This design comes from an exercise in tuning for small area on the open sky130 flow, not from production work. In this exercise RTL edits were held to simulation tests only and were not proved equivalent to the original. Power is estimated from default activity; no workload was simulated.

===== design/flow/config.mk =====
export PLATFORM = sky130hd
export DESIGN_NAME = i281_trace_buffer
export DESIGN_NICKNAME = i281_trace_buffer
export VERILOG_FILES = /design/flow/design.v
export SDC_FILE = /design/flow/constraint.sdc
export NUM_CORES = 4
export LEC_CHECK = 0
export CAP_MARGIN = 20
export CORE_MARGIN = 2
export CORE_UTILIZATION = 55
export PLACE_DENSITY = 0.65
export SLEW_MARGIN = 20

===== design/flow/constraint.sdc =====
create_clock -name core_clock -period 6.0 [get_ports {clock}]
set_input_delay 1.2000 -clock core_clock [delete_from_list [all_inputs] [get_ports {clock}]]
set_output_delay 1.2000 -clock core_clock [all_outputs]
set_load 0.01 [all_outputs]

===== design/flow/design.v =====
module i281_trace_buffer #(
   parameter int DEPTH     = 64,
   parameter int NUM_REGS  = 4,
   parameter int REG_W     = 8,
   parameter int INSTR_W   = 5,
   parameter int STATE_W   = 5,
   parameter int FLAG_W    = 4,
   parameter int CYC_W     = 16,
   parameter int POST_TRIG = 8
) (
   input  logic                      clock,
   input  logic                      reset_n,
   input  logic                      capture_en,
   input  logic [INSTR_W-1:0]        instr,
   input  logic [STATE_W-1:0]        state,
   input  logic [NUM_REGS*REG_W-1:0] regs,
   input  logic [FLAG_W-1:0]         flags,
   input  logic                      arm,
   input  logic                      trig_en,
   input  logic [INSTR_W-1:0]        trig_instr,
   input  logic [STATE_W-1:0]        trig_state,
   output logic                      busy,
   output logic                      done,
   output logic                      wrapped,
   input  logic                      rd_start,
   input  logic                      rd_ready,
   output logic                      rd_valid,
   output logic [CYC_W+INSTR_W+STATE_W+NUM_REGS*REG_W+FLAG_W-1:0] rd_data,
   output logic                      rd_last
);
   localparam int AW      = $clog2(DEPTH);
   localparam int FW      = AW + 1;
   localparam int PW      = (POST_TRIG > 1) ? $clog2(POST_TRIG) : 1;
   localparam int SNAP_W  = INSTR_W + STATE_W + NUM_REGS*REG_W + FLAG_W;
   localparam int ENTRY_W = CYC_W + SNAP_W;
   typedef enum logic [2:0] {
      ST_IDLE,
      ST_ARMED,
      ST_POST,
      ST_DONE,
      ST_READOUT
   } state_e;
   state_e             state_q, state_d;
   logic [FW-1:0]      fill_q, fill_d;      
   logic [PW-1:0]      post_cnt_q, post_cnt_d;
   logic               wrapped_q, wrapped_d;
   logic [CYC_W-1:0]   cyc_q, cyc_d;        
   logic [ENTRY_W-1:0] mem_q [DEPTH];
   logic               capturing, reading, full, wr_en, shift, trig_hit;
   assign capturing = (state_q == ST_ARMED) || (state_q == ST_POST);
   assign reading   = (state_q == ST_READOUT);
   assign full      = fill_q[FW-1];
   assign wr_en     = capturing && capture_en;
   assign shift     = wr_en || (reading && (!full || rd_ready));
   assign trig_hit  = (state_q == ST_ARMED) && capture_en && trig_en &&
                      (instr == trig_instr) && (state == trig_state);
   always_comb begin
      state_d    = state_q;
      fill_d     = fill_q;
      post_cnt_d = post_cnt_q;
      wrapped_d  = wrapped_q;
      cyc_d      = cyc_q;
      if (arm) begin
         state_d    = ST_ARMED;
         fill_d     = '0;
         post_cnt_d = '0;
         wrapped_d  = 1'b0;
         cyc_d      = '0;
      end else begin
         unique case (state_q)
            ST_IDLE: begin
            end
            ST_ARMED, ST_POST: begin
               cyc_d = cyc_q + CYC_W'(1);
               if (capture_en) begin
                  if (full) wrapped_d = 1'b1;
                  else      fill_d    = fill_q + FW'(1);
               end
               if (trig_hit) begin
                  post_cnt_d = '0;
                  state_d    = ST_POST;
               end else if ((state_q == ST_POST) && capture_en) begin
                  post_cnt_d = post_cnt_q + PW'(1);
                  if (post_cnt_q == PW'(POST_TRIG - 1)) state_d = ST_DONE;
               end
            end
            ST_DONE: begin
               if (rd_start) begin
                  state_d = ST_READOUT;
                  cyc_d   = '0;
               end
            end
            ST_READOUT: begin
               if (shift) cyc_d = cyc_q + CYC_W'(1);
               if (!full) begin
                  fill_d = fill_q + FW'(1);
               end else if (rd_ready && (cyc_q[AW-1:0] == AW'(DEPTH - 1))) begin
                  state_d = ST_IDLE;
               end
            end
            default: begin
               state_d = ST_IDLE;
            end
         endcase
      end
   end
   always_ff @(posedge clock or negedge reset_n) begin
      if (!reset_n) begin
         state_q    <= ST_IDLE;
         fill_q     <= '0;
         post_cnt_q <= '0;
         wrapped_q  <= 1'b0;
         cyc_q      <= '0;
      end else begin
         state_q    <= state_d;
         fill_q     <= fill_d;
         post_cnt_q <= post_cnt_d;
         wrapped_q  <= wrapped_d;
         cyc_q      <= cyc_d;
      end
   end
   always_ff @(posedge clock) begin
      if (shift) begin
         mem_q[0] <= {cyc_q, instr, state, regs, flags};
         for (int i = 1; i < DEPTH; i++) begin
            mem_q[i] <= mem_q[i-1];
         end
      end
   end
   assign busy     = capturing;
   assign done     = (state_q == ST_DONE);
   assign wrapped  = wrapped_q;
   assign rd_valid = reading && full;
   assign rd_data  = mem_q[DEPTH-1];
   assign rd_last  = reading && full && (cyc_q[AW-1:0] == AW'(DEPTH - 1));
endmodule

===== design/flow/run.sh =====
#!/bin/bash
# synth_recipe.tcl (not shown) runs the flow's synth.tcl, then flattens the netlist and writes it again
# the make line also repeats each setting of config.mk as NAME=value (left out here)
make -C /OpenROAD-flow-scripts/flow DESIGN_CONFIG=/design/flow/config.mk WORK_HOME=/design/flow/orfs CLKGATE_MAP_FILE= SYNTH_SCRIPT=/design/flow/synth_recipe.tcl finish

==> results of run 1 <==
## cell usage after synthesis (2+ instances only)
cell and instances:
nor2_1 22, nand3b_1 3, and3_1 3, ha_1 4, o21ai_0 9, edfxtp_1 3968, nor3b_1 2, o31ai_2 4
mux2i_1 2, and2_1 2, xnor2_1 10, nor2b_1 2, nand2b_1 2, a31oi_1 3, buf_6 4, and4_4 2
buf_2 2, nor3_1 7, nor4_1 3, dfrtp_1 30, xor2_1 14, nand2_1 7, a21oi_1 6, and2b_1 3
o31ai_1 2, nand3_1 9, clkbuf_1 4, and3b_1 2, nand4b_1 2
## through the flow
| stage | power [mW] | utilization |
|---|---|---|
| 2_1_floorplan | 37.3 | - |
| 3_3_place_gp | 35.3 | 0.580 |
| 3_5_place_dp | 35.5 | 0.580 |
| 4_1_cts | 59.1 | 0.636 |
| 5_1_grt | 60.4 | 0.636 |
| 6_report | 58.1 | 0.636 |
## logic make-up after synthesis
kind of cell / count (synthesis)
DFF: 3998
AOI/OAI and AO/OA: 33
buffers and inverters: 11
adders and majority gates: 4
xor gates and xnor gates: 24
muxes: 2
and+or+nand+nor: 78
## worst max-delay path: stages, from the launching register on
cell and delay [ns]:
dfrtp_1 0.51, xor2_1 0.31, nor2b_1 0.33, clkdlybuf4s50_1 0.60
## placed cells by master (no fill, tap or decap), types with 10 or more instances in the layout
| master | n |
|---|---|
| buf_12 | 43 |
| buf_4 | 57 |
| bufinv_16 | 43 |
| clkbuf_1 | 65 |
| clkbuf_16 | 394 |
| clkdlybuf4s50_1 | 129 |
| clkinv_1 | 87 |
| clkinv_2 | 69 |
| clkinvlp_4 | 11 |
| dfrtp_1 | 30 |
| edfxtp_1 | 3968 |
| nor2_1 | 22 |
| xnor2_1 | 10 |
| xor2_1 | 14 |
## metal layers
| layer | share of wire | vias to the layer above | track usage |
|---|---|---|---|
| met1 | 0.49 | 19538 | 0.167 |
| met2 | 0.43 | 649 | 0.147 |
| li1 | - | 18202 | - |
| met5 | 0.00025 | - | 0 |
| met4 | 0.028 | 4 | 0.0440 |
| met3 | 0.054 | 302 | 0.0343 |
## flip-flops by register name (all words and copies together), names as in the netlist
name and cells:
fill_q 7, state_q 3, cyc_q 16, mem_q 3968, post_cnt_q 3, wrapped_q 1
## worst min-delay path by stage
| stage | startpoint | endpoint | slack, ns | cells after the start |
|---|---|---|---|---|
| floorplan | mem_q[9][0] | mem_q[10][0] | 0.40 | 0 |
| global placement | mem_q[46][40] | mem_q[47][40] | 0.40 | 0 |
| detailed placement | mem_q[9][1] | mem_q[10][1] | 0.40 | 0 |
| CTS | mem_q[43][39] | mem_q[44][39] | 0.38 | 0 |
| global route | mem_q[43][39] | mem_q[44][39] | 0.40 | 0 |
| finish | mem_q[43][39] | mem_q[44][39] | 0.39 | 0 |
## area by class of cell
class                      count  area [um2]  area share
tap                         2871        3590      0.0258
sequential                  3998      120000       0.860
antenna                        2        5.00   0.0000359
inverter                       1        3.75   0.0000269
multi-input combinational    141         991     0.00711
clock inverter               219        2130      0.0153
timing repair buffer         230        2610      0.0187
clock buffer                 463       10200      0.0729
## report_power, final
part / total [mW] / internal (mW) / switching, mW
logic: 1.14 / 0.200 / 0.941
clock network: 23.3 / 13.9 / 9.41
registers: 33.7 / 33.2 / 0.462
total: 58.1 / 47.3 / 10.8
==> run notes, run 1 <==
Final min period 3.89 ns; H-tree Lvls 5; Avg Cell Area, Syn 29.1 um2; CP endpoint busy; P per Cell Area 417 nW/um2; number of synthesized flops with an enable pin 3968; Cells after Synth 4150; Worst Path Arrival 2.69 ns; Synth top area share 0.985; fmax 0.257 GHz; initial antenna violation count 5; vias in the first global route 38486; peak supply drop 0.000253 V; placed cell area 127000 um2; Std-Cell Rows 172; YS warnings 2; worst hold path class reg2reg; Max-slew headroom 0.462; global router's overall resource usage 0.109; initial detailed-routing violation count 3606; Worst Setup Start Kind flop; origin of the worst setup path state_q[0]; Slew @ Worst Pin 0.801 ns; Slew Limit Fails 0; post-route ant nets 0; worst-path maximum fanout 9; total grt overflow 0; clock sinks 3998; r2r worst-path depth 5; Setup CP Type reg2out; DRT Wirelength 122 mm; R2R Path Start state_q[0]; layout cells sized above 1 0.128; largest net degree at the start of global routing 136; fill count 14159; Pleak 43.9 nW; die height 473 um; Top FF cell, synth edfxtp_1; post-synthesis xor/xnor area fraction 0.00174; post-layout worst setup margin 2.11 ns; post-synthesis sequential area ratio 0.991; Setup WS pre-CTS 2.04 ns; worst hold slack 0.385 ns; Total Neg Setup Slack 0 ns; clk_skew 0.0347 ns; status finished clean; placed wire-length estimate 54.5 mm; CTS Root Cell clkbuf_16; Cell Area, Synth 121000 um2; Post-CTS Setup Inserts 0; Die X 473 um; Final setup viols 0; final hold violation count 0; clk buf depth 4; die area 224000 um2; Req. time, crit path 4.80 ns; via count 38695; first-pass iteration count of the detailed router 5; FF-to-FF setup slack 3.06 ns; Placer Congestion 0.668; largest family of logic cells by synthesized area simple AND/OR/NAND/NOR gates; post-route clock period utilization 0.649; initial core utilization 0.552; syn nets 4217; synth top area cells edfxtp_1, dfrtp_1, xor2_1; mux share of post-synthesis cell area 0.000166; drt drc 0; CTS tree done; clk slew on worst S/H paths 0.06 ns; Layout area overhead 15.3%; I/O Buffers 129; boundary pin count 130; via/cell ratio 4.88; Post-Synth Simple-Gate Area 0.00365; post-synthesis async set-or-reset flop share 0.00750; Skew-Pair Late Insertion Delay 0.94 ns; hold buffers post-CTS 0; placed cell count 7240; Compound-Gate Fraction of Synth Area 0.00204; Post-Layout Inst Area 139000 um2; fin cells 7925; fin nets 4831; register bit total from synthesis 3998; core area 219000 um2; worst r2r dst mem_q[56][12]; CTS Buf Count 392; RSZ-0062 raised after global routing false; Synth cell types 46; area share of fa/ha/maj cells after synthesis 0.000414; per-cell routed wire length 15.5 um; global-route wire length before repair 199 mm; max cap viols 0; nature of the critical path endpoint output port; post-synth top area cell edfxtp_1; CTS resizes 0
==> inputs of run 2 (changes only) <==
--- a/design/flow/config.mk
+++ b/design/flow/config.mk
@@ -7,6 +7,9 @@
 export LEC_CHECK = 0
 export CAP_MARGIN = 20
 export CORE_MARGIN = 2
-export CORE_UTILIZATION = 55
-export PLACE_DENSITY = 0.65
+export CORE_UTILIZATION = 60
+export CTS_BUF_LIST = sky130_fd_sc_hd__clkbuf_8
+export CTS_CLUSTER_DIAMETER = 50
+export CTS_CLUSTER_SIZE = 16
+export PLACE_DENSITY = 0.7
 export SLEW_MARGIN = 20
==> run 2 against run 1 <==
  * Still clean
  * Worst hold slack improved by 0.0075 ns
  * First-iteration DRC count decreased by 5.5%
  * Power decreased by 17%
  * Sequential share of layout area increased by 4.9 points
  * Routed wire length decreased by 7.8%
  * Global-route usage increased by 0.073 points
  * Sequential cell count unchanged
  * Synthesized area unchanged
  * Combinational power decreased by 8%
  * Register-to-register slack got worse by 0.08 ns
  * Utilization increased by 2.3 points
  * Clock power decreased by 42%
==> run notes, run 2 <==
CTS Root Cell clkbuf_8; CP endpoint busy; boundary pin count 130; most frequent cells in the layout edfxtp_1, clkbuf_8, clkdlybuf4s50_1; Setup CP Type reg2out; Avg Cell Area, Syn 29.1 um2; largest registers mem_q: 3968 flops, cyc_q: 16 flops, fill_q: 7 flops; syn nets 4217; largest net degree at the start of global routing 219; Top FF cell, synth edfxtp_1; r2r worst-path depth 5; via count 37582; synth top area cells edfxtp_1, dfrtp_1, xor2_1; placed wire-length estimate 50.0 mm; Placer Congestion 0.688; most used routing layer met1; top-count cell post-synth edfxtp_1; vias in the first global route 36713; Cells after Synth 4150; status finished clean; Layout area overhead 9.05%; Synth cell types 46; Levels on crit path 3; CTS Buf Count 326; via/cell ratio 5.06; Max-slew headroom 0.233; drt drc 0; delay of the slowest critical-path stage 0.61 ns; DRT Wirelength 113 mm; H-tree Lvls 5; final hold violation count 0; peak supply drop 0.000265 V; RSZ-0062 raised after global routing false; Crit-path slowest cell clkdlybuf4s50_1; max cap viols 0; CP delay by family, top buffers and inverters; die height 453 um; crit-path cells xor2_1 > nor2b_1 > clkdlybuf4s50_1; YS warnings 2; Worst Setup Start Kind flop; R2R Path Start state_q[0]; layout cells sized above 1 0.101; Final setup viols 0; hold buffers post-CTS 0; post-synthesis async set-or-reset flop share 0.00750; Bufs and invs on worst path 1; initial core utilization 0.605; Die X 453 um; initial antenna violation count 1; first-pass iteration count of the detailed router 5; clk_skew 0.0447 ns; Final min period 3.94 ns; Largest register FFs 3968; worst hold path class reg2reg; worst-path maximum fanout 9; Worst Path Arrival 2.74 ns; fin nets 4725; Slew @ Worst Pin 1.15 ns; clock sinks 3998; CTS tree done; origin of the worst setup path state_q[0]; P per Cell Area 366 nW/um2; per-cell routed wire length 15.2 um; Synth top cells by count edfxtp_1, dfrtp_1, nor2_1; FF-to-FF setup slack 2.98 ns; post-synthesis sequential area ratio 0.991; clk slew on worst S/H paths 0.09 ns; grt met3 use 0.0305; CTS resizes 0; Pleak 40.5 nW; register bit total from synthesis 3998; GRT met2 Usage 0.153; Synth top area share 0.985; I/O Buffers 129; Slew Limit Fails 0; post-route clock period utilization 0.657; placed cell count 6984; Skew-Pair Late Insertion Delay 1.04 ns; die area 205000 um2; total grt overflow 0; Biggest register mem_q; commonest non-fill, non-tap cell in the layout edfxtp_1; initial detailed-routing violation count 3407; met1 Track Usage GR 0.168; fin cells 7429; core area 200000 um2; Total Neg Setup Slack 0 ns; Req. time, crit path 4.80 ns; Post-CTS Setup Inserts 0; clk buf depth 4; Cell Area, Synth 121000 um2; Std-Cell Rows 164; worst r2r dst mem_q[19][0]; nature of the critical path endpoint output port; post-synth top area cell edfxtp_1; fmax 0.254 GHz; global-route wire length before repair 185 mm; post-route ant nets 0; global router's overall resource usage 0.110; number of synthesized flops with an enable pin 3968
==> run 2: cell types whose count changed in the layout (fill, tap and decap cells not counted), moves of 33 or more <==
| cell | delta |
|---|---|
| clkbuf_1 | -65 |
| clkbuf_8 | +331 |
| clkinv_1 | -72 |
| clkbuf_16 | -394 |
| clkinv_2 | -57 |
| bufinv_16 | -33 |
==> run 2: final cells by class <==
| cell class | instances | area, um2 |
|---|---|---|
| multi-input cells | 141 | 991 |
| fillers | 12316 | 68200 |
| flip-flops and latches | 3998 | 120000 |
| clock buffers | 335 | 4610 |
| inverters | 1 | 3.75 |
| diodes | 1 | 2.50 |
| well taps | 2656 | 3320 |
| repair buffers | 190 | 2110 |
| clock inverters | 107 | 945 |
==> run 2: worst reg2reg max path: stages (launching register included) <==
cell	delay [ns]
dfrtp_1	0.48
nor3b_2	0.37
a22o_4	0.41
buf_12	0.31
buf_12	0.40
buf_12	0.45
==> run 2: how the worst min path moves through the flow <==
stage                             start       endpoint  slack [ns]  cells after the start
after detailed placement   mem_q[9][24]  mem_q[10][24]        0.40                      0
after global placement    mem_q[16][42]  mem_q[17][42]        0.40                      0
after floorplan             mem_q[9][0]   mem_q[10][0]        0.40                      0
after CTS                  mem_q[3][53]   mem_q[4][53]        0.39                      0
after global routing      mem_q[14][14]  mem_q[15][14]        0.40                      0
final                      mem_q[9][50]  mem_q[10][50]        0.39                      0
==> run 2: cell families (layout without fill, tap and decap cells) <==
group	after synthesis	count (layout)	synth area share
AO/OA/AOI/OAI	33	33	0.00204
buffers and inverters	11	633	0.000610
multiplexers	2	2	0.000166
flip-flops	3998	3998	0.991
AND/OR/NAND/NOR	78	78	0.00365
other	0	1	0
adder cells (fa/ha/maj)	4	4	0.000414
XOR/XNOR	24	24	0.00174
==> run 2: stage by stage <==
step,power (mW),setup slack [ns],hold WS (ns),util,area (um2)
3_5_place_dp,35.4,2.00,0.405,0.631,126000
5_1_grt,50.4,1.87,0.402,0.659,132000
4_1_cts,49.1,1.91,0.391,0.659,132000
6_report,48.3,2.06,0.393,0.659,132000
2_1_floorplan,37.3,-22.35,0.400,-,121000
3_3_place_gp,35.3,2.05,0.400,0.631,126000
==> run 2: per-layer routing <==
metal,vias up,wire length [um]
met5,-,0
met4,0,2980
met3,251,5430
met2,605,49900
met1,18994,54600
li1,17732,-
==> run 2: where the power goes <==
group	total [mW]	switching, mW	internal [mW]
combinational	1.05	0.910	0.143
sequential	33.7	0.455	33.2
clock	13.5	7.89	5.66
==> inputs of run 3 (changes only) <==
--- a/design/flow/config.mk
+++ b/design/flow/config.mk
@@ -8,8 +8,8 @@
 export CAP_MARGIN = 20
 export CORE_MARGIN = 2
 export CORE_UTILIZATION = 60
-export CTS_BUF_LIST = sky130_fd_sc_hd__clkbuf_8
+export CTS_BUF_LIST = sky130_fd_sc_hd__clkbuf_16
 export CTS_CLUSTER_DIAMETER = 50
-export CTS_CLUSTER_SIZE = 16
+export CTS_CLUSTER_SIZE = 30
 export PLACE_DENSITY = 0.7
 export SLEW_MARGIN = 20
==> run 3 against run 2 <==
  * First-iteration DRC count grew 2.5%
  * Global-route usage is essentially flat
  * Clock power grew 42%
==> run notes, run 3 <==
H-tree Lvls 5; register bit total from synthesis 3998; Cell Area, Synth 121000 um2; HP Start mem_q[27][24]; via/cell ratio 5.04; Post-CTS Setup Inserts 0; die height 453 um; global router's overall resource usage 0.110; delay of the slowest critical-path stage 0.61 ns; vias in the first global route 36397; total grt overflow 0; clk_skew 0.0342 ns; FF-to-FF setup slack 3.00 ns; Levels on crit path 3; commonest non-fill, non-tap cell in the layout edfxtp_1; max cap viols 0; final hold violation count 0; CP delay by family, top buffers and inverters; per-cell routed wire length 15.2 um; worst-path maximum fanout 9; CP endpoint busy; R2R Path Start state_q[0]; Std-Cell Rows 164; Slew @ Worst Pin 1.05 ns; Req. time, crit path 4.80 ns; CTS tree done; post-synthesis sequential area ratio 0.991; YS warnings 2; core area 200000 um2; origin of the worst setup path state_q[1]; Total Neg Setup Slack 0 ns; post-layout worst setup margin 2.16 ns; via count 37668; worst hold slack 0.390 ns; post-route clock period utilization 0.640; syn nets 4217; peak supply drop 0.000311 V; fin nets 4682; fmax 0.261 GHz; hold buffers post-CTS 0; Setup WS pre-CTS 2.00 ns; Die X 453 um; Slew Limit Fails 0; Synth top area share 0.985; clk buf depth 4; Top FF cell, synth edfxtp_1; crit-path cells xor2_1 > nor2b_1 > clkdlybuf4s50_1; Cells after Synth 4150; status finished clean; Max-slew headroom 0.301; Avg Cell Area, Syn 29.1 um2; Synth top cells by count edfxtp_1, dfrtp_1, nor2_1; Layout area overhead 12.3%; worst r2r dst mem_q[20][26]; boundary pin count 130; RSZ-0062 raised after global routing false; DRT Wirelength 114 mm; nature of the critical path endpoint output port; r2r worst-path depth 5; Largest register FFs 3968; Final setup viols 0; drt drc 0; post-synthesis async set-or-reset flop share 0.00750; post-route ant nets 0; Crit-path slowest cell clkdlybuf4s50_1; Skew-Pair Late Insertion Delay 0.92 ns; CTS resizes 0; die area 205000 um2; clock sinks 3998; P per Cell Area 397 nW/um2; I/O Buffers 129; initial antenna violation count 1; Pleak 42.3 nW; Final Util 0.679; placed wire-length estimate 50.0 mm; layout cells sized above 1 0.111; initial core utilization 0.605; clk slew on worst S/H paths 0.08 ns; post-synth top area cell edfxtp_1; largest net degree at the start of global routing 219; Tot Pwr 54.0 mW; initial detailed-routing violation count 3491; largest registers mem_q: 3968 flops, cyc_q: 16 flops, fill_q: 7 flops; number of synthesized flops with an enable pin 3968; Setup CP Type reg2out; most frequent cells in the layout edfxtp_1, clkbuf_16, clkdlybuf4s50_1; Worst Path Arrival 2.64 ns; CTS Buf Count 282; Final min period 3.84 ns; Synth cell types 46; top-count cell post-synth edfxtp_1; Biggest register mem_q; global-route wire length before repair 185 mm; Bufs and invs on worst path 1; Placer Congestion 0.688; CTS Root Cell clkbuf_16; first-pass iteration count of the detailed router 4; synth top area cells edfxtp_1, dfrtp_1, xor2_1; Worst Setup Start Kind flop; worst hold path class reg2reg
run 3: worst min-delay path by stage:
| stage | endpoint | depth (start not counted) |
|---|---|---|
| finish | mem_q[28][24] | 0 |
| global route | mem_q[28][11] | 0 |
| CTS | mem_q[28][24] | 0 |
| detailed placement | mem_q[10][24] | 0 |
| global placement | mem_q[17][42] | 0 |
| floorplan | mem_q[10][0] | 0 |
run 3: worst reg2reg max path, cell delays in order (launching register included):
cell	delay, ns
dfrtp_1	0.48
nor3b_2	0.36
a22o_4	0.41
buf_12	0.30
buf_12	0.41
buf_12	0.51
run 3: through the flow:
stage | cell area (um2) | cells
after floorplan | 121000 | 4150
after global placement | 126000 | 6984
after detailed placement | 126000 | 6984
after CTS | 136000 | 7472
after global routing | 136000 | 7476
final | 136000 | 7477
run 3: metal layers:
layer,global-route usage,up-vias,routed length [um]
met5,0,-,0
met4,0.0437,0,2980
met3,0.0307,239,5400
met2,0.154,559,50000
met1,0.168,19001,55100
li1,-,17869,-
run 3: final cells by class:
class                      instances  area (um2)
multi-input combinational        141         991
fill                           11938       64200
sequential                      3998      120000
clock inverter                   199        2270
clock buffer                     289        7230
tap                             2656        3320
inverter                           1        3.75
antenna                            2        5.00
timing repair buffer             191        2130
run 3: kinds of logic after synthesis:
logic type,Yosys count,share of synthesized area
buffers and inverters,11,0.000610
AOI/OAI and AO/OA,33,0.00204
and+or+nand+nor,78,0.00365
xor gates and xnor gates,24,0.00174
adders and majority gates,4,0.000414
DFF,3998,0.991
muxes,2,0.000166
run 3: power breakdown:
part | switching (mW) | internal, mW | total, mW | leakage, nW
Combinational | 0.912 | 0.147 | 1.06 | 1.31
Clock | 9.36 | 9.87 | 19.2 | 4.65
Sequential | 0.458 | 33.2 | 33.7 | 36.3
Total | 10.7 | 43.2 | 54.0 | 42.3
==> inputs of run 4 (changes only) <==
==> design/flow/flow/run.sh (new file) <==
#!/bin/bash
set -euo pipefail
CTS_ARGS="-sink_clustering_enable -repair_clock_nets -dont_use_dummy_load -sink_clustering_size 20 -sink_clustering_max_diameter 70 -buf_list sky130_fd_sc_hd__clkbuf_8"
bash standard.sh finish \
  "CTS_ARGS=${CTS_ARGS}" \
  "BUFFER_PORTS_ARGS=-buffer_cell sky130_fd_sc_hd__buf_1" \
  > flow_make.log 2>&1
test -f out/final.def
==> design/flow/standard.sh (new file) <==
#!/bin/bash
# synth_recipe.tcl (not shown) runs the flow's synth.tcl, then flattens the netlist and writes it again
# the make line also repeats each setting of config.mk as NAME=value (left out here)
make -C /OpenROAD-flow-scripts/flow DESIGN_CONFIG=/design/flow/config.mk WORK_HOME=/design/flow/orfs CLKGATE_MAP_FILE= SYNTH_SCRIPT=/design/flow/synth_recipe.tcl "${@:-finish}"
--- a/design/flow/config.mk
+++ b/design/flow/config.mk
@@ -8,8 +8,5 @@
 export CAP_MARGIN = 20
 export CORE_MARGIN = 2
 export CORE_UTILIZATION = 60
-export CTS_BUF_LIST = sky130_fd_sc_hd__clkbuf_16
-export CTS_CLUSTER_DIAMETER = 50
-export CTS_CLUSTER_SIZE = 30
 export PLACE_DENSITY = 0.7
 export SLEW_MARGIN = 20
removed: design/flow/run.sh
==> run 4 against run 3 <==
  * Sequential power barely moved
  * Largest power group unchanged
  * Still clean on timing, DRC and antenna
  * Synthesized area stayed put
  * Setup slack better by 0.31 ns
  * Clock power down 46%
==> run notes, run 4 <==
Synth top cells by count edfxtp_1, dfrtp_1, nor2_1; Post-CTS Setup Inserts 0; Worst Path Arrival 2.33 ns; synth top area cells edfxtp_1, dfrtp_1, xor2_1; Skew-Pair Late Insertion Delay 0.97 ns; Slew Limit Fails 0; DRT Wirelength 111 mm; post-route ant nets 0; global-route wire length before repair 180 mm; initial core utilization 0.605; fmax 0.283 GHz; CTS Buf Count 220; largest net degree at the start of global routing 168; Synth cell types 46; worst hold path class in2async; core area 200000 um2; CTS resizes 0; Cells after Synth 4150; Req. time, crit path 4.80 ns; layout cells sized above 1 0.0694; final hold violation count 0; post-layout worst setup margin 2.47 ns; CTS tree done; Largest register FFs 3968; Setup CP Type reg2out; clk_skew 0.0481 ns; Max-slew headroom 0.370; Synth top area share 0.985; fill count 12668; worst-path maximum fanout 9; initial antenna violation count 3; total grt overflow 0; commonest non-fill, non-tap cell in the layout edfxtp_1; worst r2r dst mem_q[63][23]; crit-path most repeated cell and2_1; largest registers mem_q: 3968 flops, cyc_q: 16 flops, fill_q: 7 flops; syn nets 4217; via count 36813; Crit-path slowest cell dfrtp_1; register bit total from synthesis 3998; max cap viols 0; Die X 453 um; number of synthesized flops with an enable pin 3968; crit-path cells nor3b_2 > and2_1 > and2_1 > buf_1; P per Cell Area 350 nW/um2; Layout area overhead 6.44%; boundary pin count 130; delay of the slowest critical-path stage 0.51 ns; Std-Cell Rows 164; post-synthesis async set-or-reset flop share 0.00750; origin of the worst setup path state_q[0]; Bufs and invs on worst path 1; Placer Congestion 0.684; Total Neg Setup Slack 0 ns; most frequent cells in the layout edfxtp_1, clkbuf_8, buf_1; Post-Layout Inst Area 129000 um2; placed wire-length estimate 50.6 mm; top-count cell post-synth edfxtp_1; Final min period 3.53 ns; Pleak 38.9 nW; peak supply drop 0.000239 V; post-synthesis sequential area ratio 0.991; YS warnings 2; post-route clock period utilization 0.589; vias in the first global route 35738; CP delay by family, top simple AND/OR/NAND/NOR gates; hold buffers post-CTS 0; die height 453 um; per-cell routed wire length 15.4 um; I/O Buffers 129; nature of the critical path endpoint output port; global router's overall resource usage 0.107; initial detailed-routing violation count 3535; CTS Root Cell clkbuf_8; RSZ-0062 raised after global routing false; clk buf depth 3; via/cell ratio 5.09; Top FF cell, synth edfxtp_1; Worst Setup Start Kind flop; clk slew on worst S/H paths 0.12 ns; first-pass iteration count of the detailed router 4; Setup WS pre-CTS 2.16 ns; Final setup viols 0; fin nets 4640; Slew @ Worst Pin 0.945 ns; status finished clean; r2r worst-path depth 5; drt drc 0; FF-to-FF setup slack 2.95 ns; R2R Path Start state_q[0]; die area 205000 um2; Biggest register mem_q; post-synth top area cell edfxtp_1; H-tree Lvls 4; placed cell area 126000 um2; clock sinks 3998; Avg Cell Area, Syn 29.1 um2; Cell Area, Synth 121000 um2
==> run 4: cell families (layout without fill, tap and decap cells) <==
family / Yosys count / after routing / synth area share
AOI/OAI and AO/OA: 33 / 33 / 0.00204
and+or+nand+nor: 78 / 78 / 0.00365
muxes: 2 / 2 / 0.000166
buffers and inverters: 11 / 432 / 0.000610
adders and majority gates: 4 / 4 / 0.000414
DFF: 3998 / 3998 / 0.991
xor gates and xnor gates: 24 / 24 / 0.00174
other: 0 / 6 / 0
==> run 4: worst reg2reg max path, stage by stage (launching register included) <==
cell,delay [ns]
dfrtp_1,0.51
nor3b_2,0.42
a22o_4,0.46
buf_16,0.32
buf_12,0.29
buf_12,0.57
==> run 4: worst max path at each step <==
stage	to	cells past startpoint
finish	rd_last	4
global route	rd_last	4
CTS	rd_last	4
detailed placement	mem_q[63][35]	5
global placement	mem_q[63][40]	5
floorplan	mem_q[0][0]	2
==> run 4: power by group <==
group	total, mW	internal, mW	switching (mW)
logic	1.05	0.134	0.919
clock network	10.3	3.30	7.01
registers	33.6	33.2	0.453
==> run 4: final cells by class <==
class | instances | area [um2] | share of cell area
Clock buffer | 220 | 3030 | 0.0235
Tap cell | 2656 | 3320 | 0.0258
Timing Repair Buffer | 211 | 1470 | 0.0114
Inverter | 1 | 3.75 | 0.0000292
Multi-Input combinational cell | 141 | 991 | 0.00770
Sequential cell | 3998 | 120000 | 0.931
Antenna cell | 6 | 15.0 | 0.000117
==> run 4: stage by stage <==
step	total power, mW	cells	util	hold WS, ns
2_1_floorplan	37.3	4150	-	0.400
3_3_place_gp	35.2	7005	0.628	0.400
3_5_place_dp	35.4	7005	0.628	0.405
4_1_cts	45.8	7225	0.643	0.0849
5_1_grt	47.0	7231	0.643	0.184
6_report	45.0	7233	0.643	0.240
==> run 4: per-layer routing <==
layer,global-route usage,wire [um],vias to the layer above
met5,0,0,-
met4,0.0404,3230,0
met3,0.0252,4460,231
met2,0.154,49300,439
met1,0.164,54200,18700
li1,-,-,17443
==> inputs of run 5 (changes only) <==
--- a/design/flow/design.v
+++ b/design/flow/design.v
@@ -106,18 +106,17 @@
    end
    always_ff @(posedge clock or negedge reset_n) begin
       if (!reset_n) begin
-         state_q    <= ST_IDLE;
-         fill_q     <= '0;
-         post_cnt_q <= '0;
-         wrapped_q  <= 1'b0;
-         cyc_q      <= '0;
+         state_q   <= ST_IDLE;
+         wrapped_q <= 1'b0;
       end else begin
-         state_q    <= state_d;
-         fill_q     <= fill_d;
-         post_cnt_q <= post_cnt_d;
-         wrapped_q  <= wrapped_d;
-         cyc_q      <= cyc_d;
+         state_q   <= state_d;
+         wrapped_q <= wrapped_d;
       end
+   end
+   always_ff @(posedge clock) begin
+      fill_q     <= fill_d;
+      post_cnt_q <= post_cnt_d;
+      cyc_q      <= cyc_d;
    end
    always_ff @(posedge clock) begin
       if (shift) begin
==> design/flow/flow/run.sh (replaced) <==
#!/bin/bash
set -euo pipefail
CTS_ARGS="-sink_clustering_enable -repair_clock_nets -dont_use_dummy_load -sink_clustering_size 18 -sink_clustering_max_diameter 70 -buf_list sky130_fd_sc_hd__clkbuf_8"
bash standard.sh finish \
  "CTS_ARGS=${CTS_ARGS}" \
  "BUFFER_PORTS_ARGS=-buffer_cell sky130_fd_sc_hd__buf_1" \
  > flow_make.log 2>&1
test -f out/final.def
==> run 5 against run 4 <==
  * Clock power is 11% higher
  * Via count is 1.4% higher
  * Sequential cell count stayed put
  * Critical path type unchanged
  * Highest routed layer is now met5
==> run notes, run 5 <==
initial antenna violation count 5; DRT Wirelength 115 mm; Crit-path slowest cell dfrtp_1; clk slew on worst S/H paths 0.10 ns; Avg Cell Area, Syn 29.1 um2; post-synth top area cell edfxtp_1; Post-CTS Setup Inserts 0; Setup CP Type reg2out; fmax 0.282 GHz; Placer Congestion 0.687; Slew @ Worst Pin 0.793 ns; fill count 12459; CTS Buf Count 274; die area 205000 um2; Clk network pwr share 0.257; Synth top cells by count edfxtp_1, dfxtp_1, nor2_1; Layout area overhead 7.35%; largest net degree at the start of global routing 157; Slew Limit Fails 0; Final min period 3.55 ns; final hold violation count 0; top-count cell post-synth edfxtp_1; post-route clock period utilization 0.592; largest registers mem_q: 3968 flops, cyc_q: 16 flops, fill_q: 7 flops; max cap viols 0; H-tree Lvls 5; post-route ant nets 0; via/cell ratio 5.10; via count 37341; Max-slew headroom 0.469; clk buf depth 4; boundary pin count 130; delay of the slowest critical-path stage 0.59 ns; per-cell routed wire length 15.7 um; nature of the critical path endpoint output port; internal power 36.2 mW; Logic pwr share 0.014; drt drc 0; Worst Setup Start Kind flop; Synth top area share 0.986; Pleak 39.6 nW; initial detailed-routing violation count 3248; number of synthesized flops with an enable pin 3968; Die X 453 um; P per Cell Area 342 nW/um2; Req. time, crit path 4.80 ns; first-pass iteration count of the detailed router 5; post-synthesis async set-or-reset flop share 0.00100; Worst Path Arrival 2.35 ns; switching share of power 0.182; Cells after Synth 4155; clk_skew 0.0562 ns; most frequent cells in the layout edfxtp_1, clkbuf_8, buf_1; status finished clean; Std-Cell Rows 164; Skew-Pair Late Insertion Delay 1.00 ns; register bit total from synthesis 3998; vias in the first global route 36333; worst-path maximum fanout 11; YS warnings 2; synth top area cells edfxtp_1, dfxtp_1, xor2_1; Final Util 0.649; Seq pwr share 0.728; Synth cell types 41; total grt overflow 0; peak supply drop 0.000244 V; worst hold path class reg2reg; CTS Root Cell clkbuf_8; Cell Area, Synth 121000 um2; Biggest register mem_q; Total Neg Setup Slack 0 ns; global-route wire length before repair 184 mm; die height 453 um; commonest non-fill, non-tap cell in the layout edfxtp_1; placed wire-length estimate 54.3 mm; fin nets 4723; syn nets 4222; Final setup viols 0; fin cells 7315; placed cell count 7035; Largest register FFs 3968; CTS tree done; switching power 8.09 mW; clock sinks 3998; global router's overall resource usage 0.111; core area 200000 um2; Top FF cell, synth edfxtp_1; post-synthesis sequential area ratio 0.992; crit-path cells xor2_1 > nor2b_1 > buf_1; initial core utilization 0.604; RSZ-0062 raised after global routing false; Tot Pwr 44.3 mW; I/O Buffers 129; layout cells sized above 1 0.0829
==> run 5: changes by cell type after synthesis, moves of 5 or more <==
cell / change
dfrtp_1: -26
dfxtp_1: +26
nor3_1: -5
o2111ai_1: +5
xnor2_1: -5
xor2_1: +9
==> run 5: per-stage QoR <==
| stage | hold slack [ns] | instance area (um2) | worst slack [ns] |
|---|---|---|---|
| 6_report | 0.346 | 130000 | 2.45 |
| 5_1_grt | 0.222 | 130000 | 2.21 |
| 4_1_cts | 0.189 | 130000 | 2.29 |
| 3_5_place_dp | 0.405 | 126000 | 2.01 |
| 3_3_place_gp | 0.400 | 126000 | 2.03 |
| 2_1_floorplan | 0.400 | 121000 | -21.85 |
==> run 5: timing repair <==
action	CTS	global route
hold endpoints to repair	4	0
hold buffers	1	0
gates resized for setup	0	0
==> run 5: cells by family (layout without fill, tap and decap cells) <==
group | Yosys count | after routing | synth area share
DFF | 3998 | 3998 | 0.992
and+or+nand+nor | 79 | 79 | 0.00357
AOI/OAI and AO/OA | 34 | 34 | 0.00192
xor gates and xnor gates | 28 | 28 | 0.00203
buffers and inverters | 12 | 511 | 0.000487
adders and majority gates | 4 | 4 | 0.000414
other | 0 | 5 | 0
==> run 5: power by group through the flow <==
stage                     combinational (mW)  sequential [mW]  clock (mW)
final                                  0.636             32.3        11.4
after global routing                   0.713             32.4        13.0
after CTS                              0.654             32.3        12.2
after detailed placement               0.659             32.9           0
after global placement                 0.620             32.9           0
after floorplan                        0.385             34.2           0
==> run 5: final cells by class <==
type	count	area, um2	area share
Sequential cell	3998	120000	0.924
Clock buffer	274	3770	0.0291
Tap cell	2656	3320	0.0256
Timing Repair Buffer	236	1820	0.0140
Multi-Input combinational cell	145	966	0.00745
Antenna cell	5	12.5	0.0000965
Inverter	1	11.3	0.0000868
==> run 5: metal layers <==
layer,share of wire,vias to the layer above,global-route usage
met3,0.043,326,0.0262
li1,-,17596,-
met5,0.000096,-,0
met4,0.036,2,0.0501
met2,0.43,511,0.153
met1,0.49,18906,0.171
==> run 5: worst max-delay path, delay by kind of cell (launching register included) <==
kind / cells / cell delay (ns)
simple gates: 1 / 0.29
xor+xnor: 1 / 0.27
flops: 1 / 0.59
buf+inv: 1 / 0.19
==> run 5: final timing paths <==
| path | startpoint | end | slack, ns | cells after the start |
|---|---|---|---|---|
| worst max-delay path | state_q[1] | busy | 2.45 | 3 |
| worst min-delay path | mem_q[0][13] | mem_q[1][13] | 0.35 | 0 |
| worst max register to register | state_q[2] | mem_q[37][1] | 2.60 | 5 |
| worst min register to register | mem_q[0][13] | mem_q[1][13] | 0.35 | 0 |
| max in group asynchronous | reset_n | state_q[1] | 5.26 | 2 |
| min in group asynchronous | reset_n | wrapped_q | 0.55 | 2 |

separate check: timing with driven ports:
No port has a modelled driver above. Below, the same layouts with a new extraction and two added sets of constraints. Step 1 (the two cells are an assumption about what drives the block):
set clk [get_ports {clock}]
set_driving_cell -lib_cell sky130_fd_sc_hd__clkbuf_16 $clk
set_driving_cell -lib_cell sky130_fd_sc_hd__buf_2 [delete_from_list [all_inputs] $clk]
Step 2, shift: input delay + t, output delay - t, t = (earliest + latest rising clock arrival at the registers) / 2. This alone moves slack from input paths to output paths. a / b / c = no drivers / after step 1 / after step 2; a / b = the first two.
| run | shift t [ns] | setup slack, ns | worst setup path after step 2 | clock arrival spread, ns |
|---|---|---|---|---|
| run 1 | 1.008 | 2.107 / 2.021 / 2.071 | input to register | 0.038 / 0.039 |
| run 2 | 1.081 | 2.060 / 1.985 / 1.975 | input to register | 0.060 / 0.060 |
| run 3 | 0.974 | 2.162 / 2.082 / 2.003 | input to register | 0.054 / 0.054 |
| run 4 | 1.023 | 2.467 / 2.390 / 2.428 | input to register | 0.065 / 0.066 |
| run 5 | 1.065 | 2.448 / 2.370 / 2.046 | input to register | 0.080 / 0.079 |
After both steps every run listed still meets setup and hold. For run 5, which loses most, drivers alone change the setup slack by -0.078 ns; drivers and shift together by -0.402 ns.
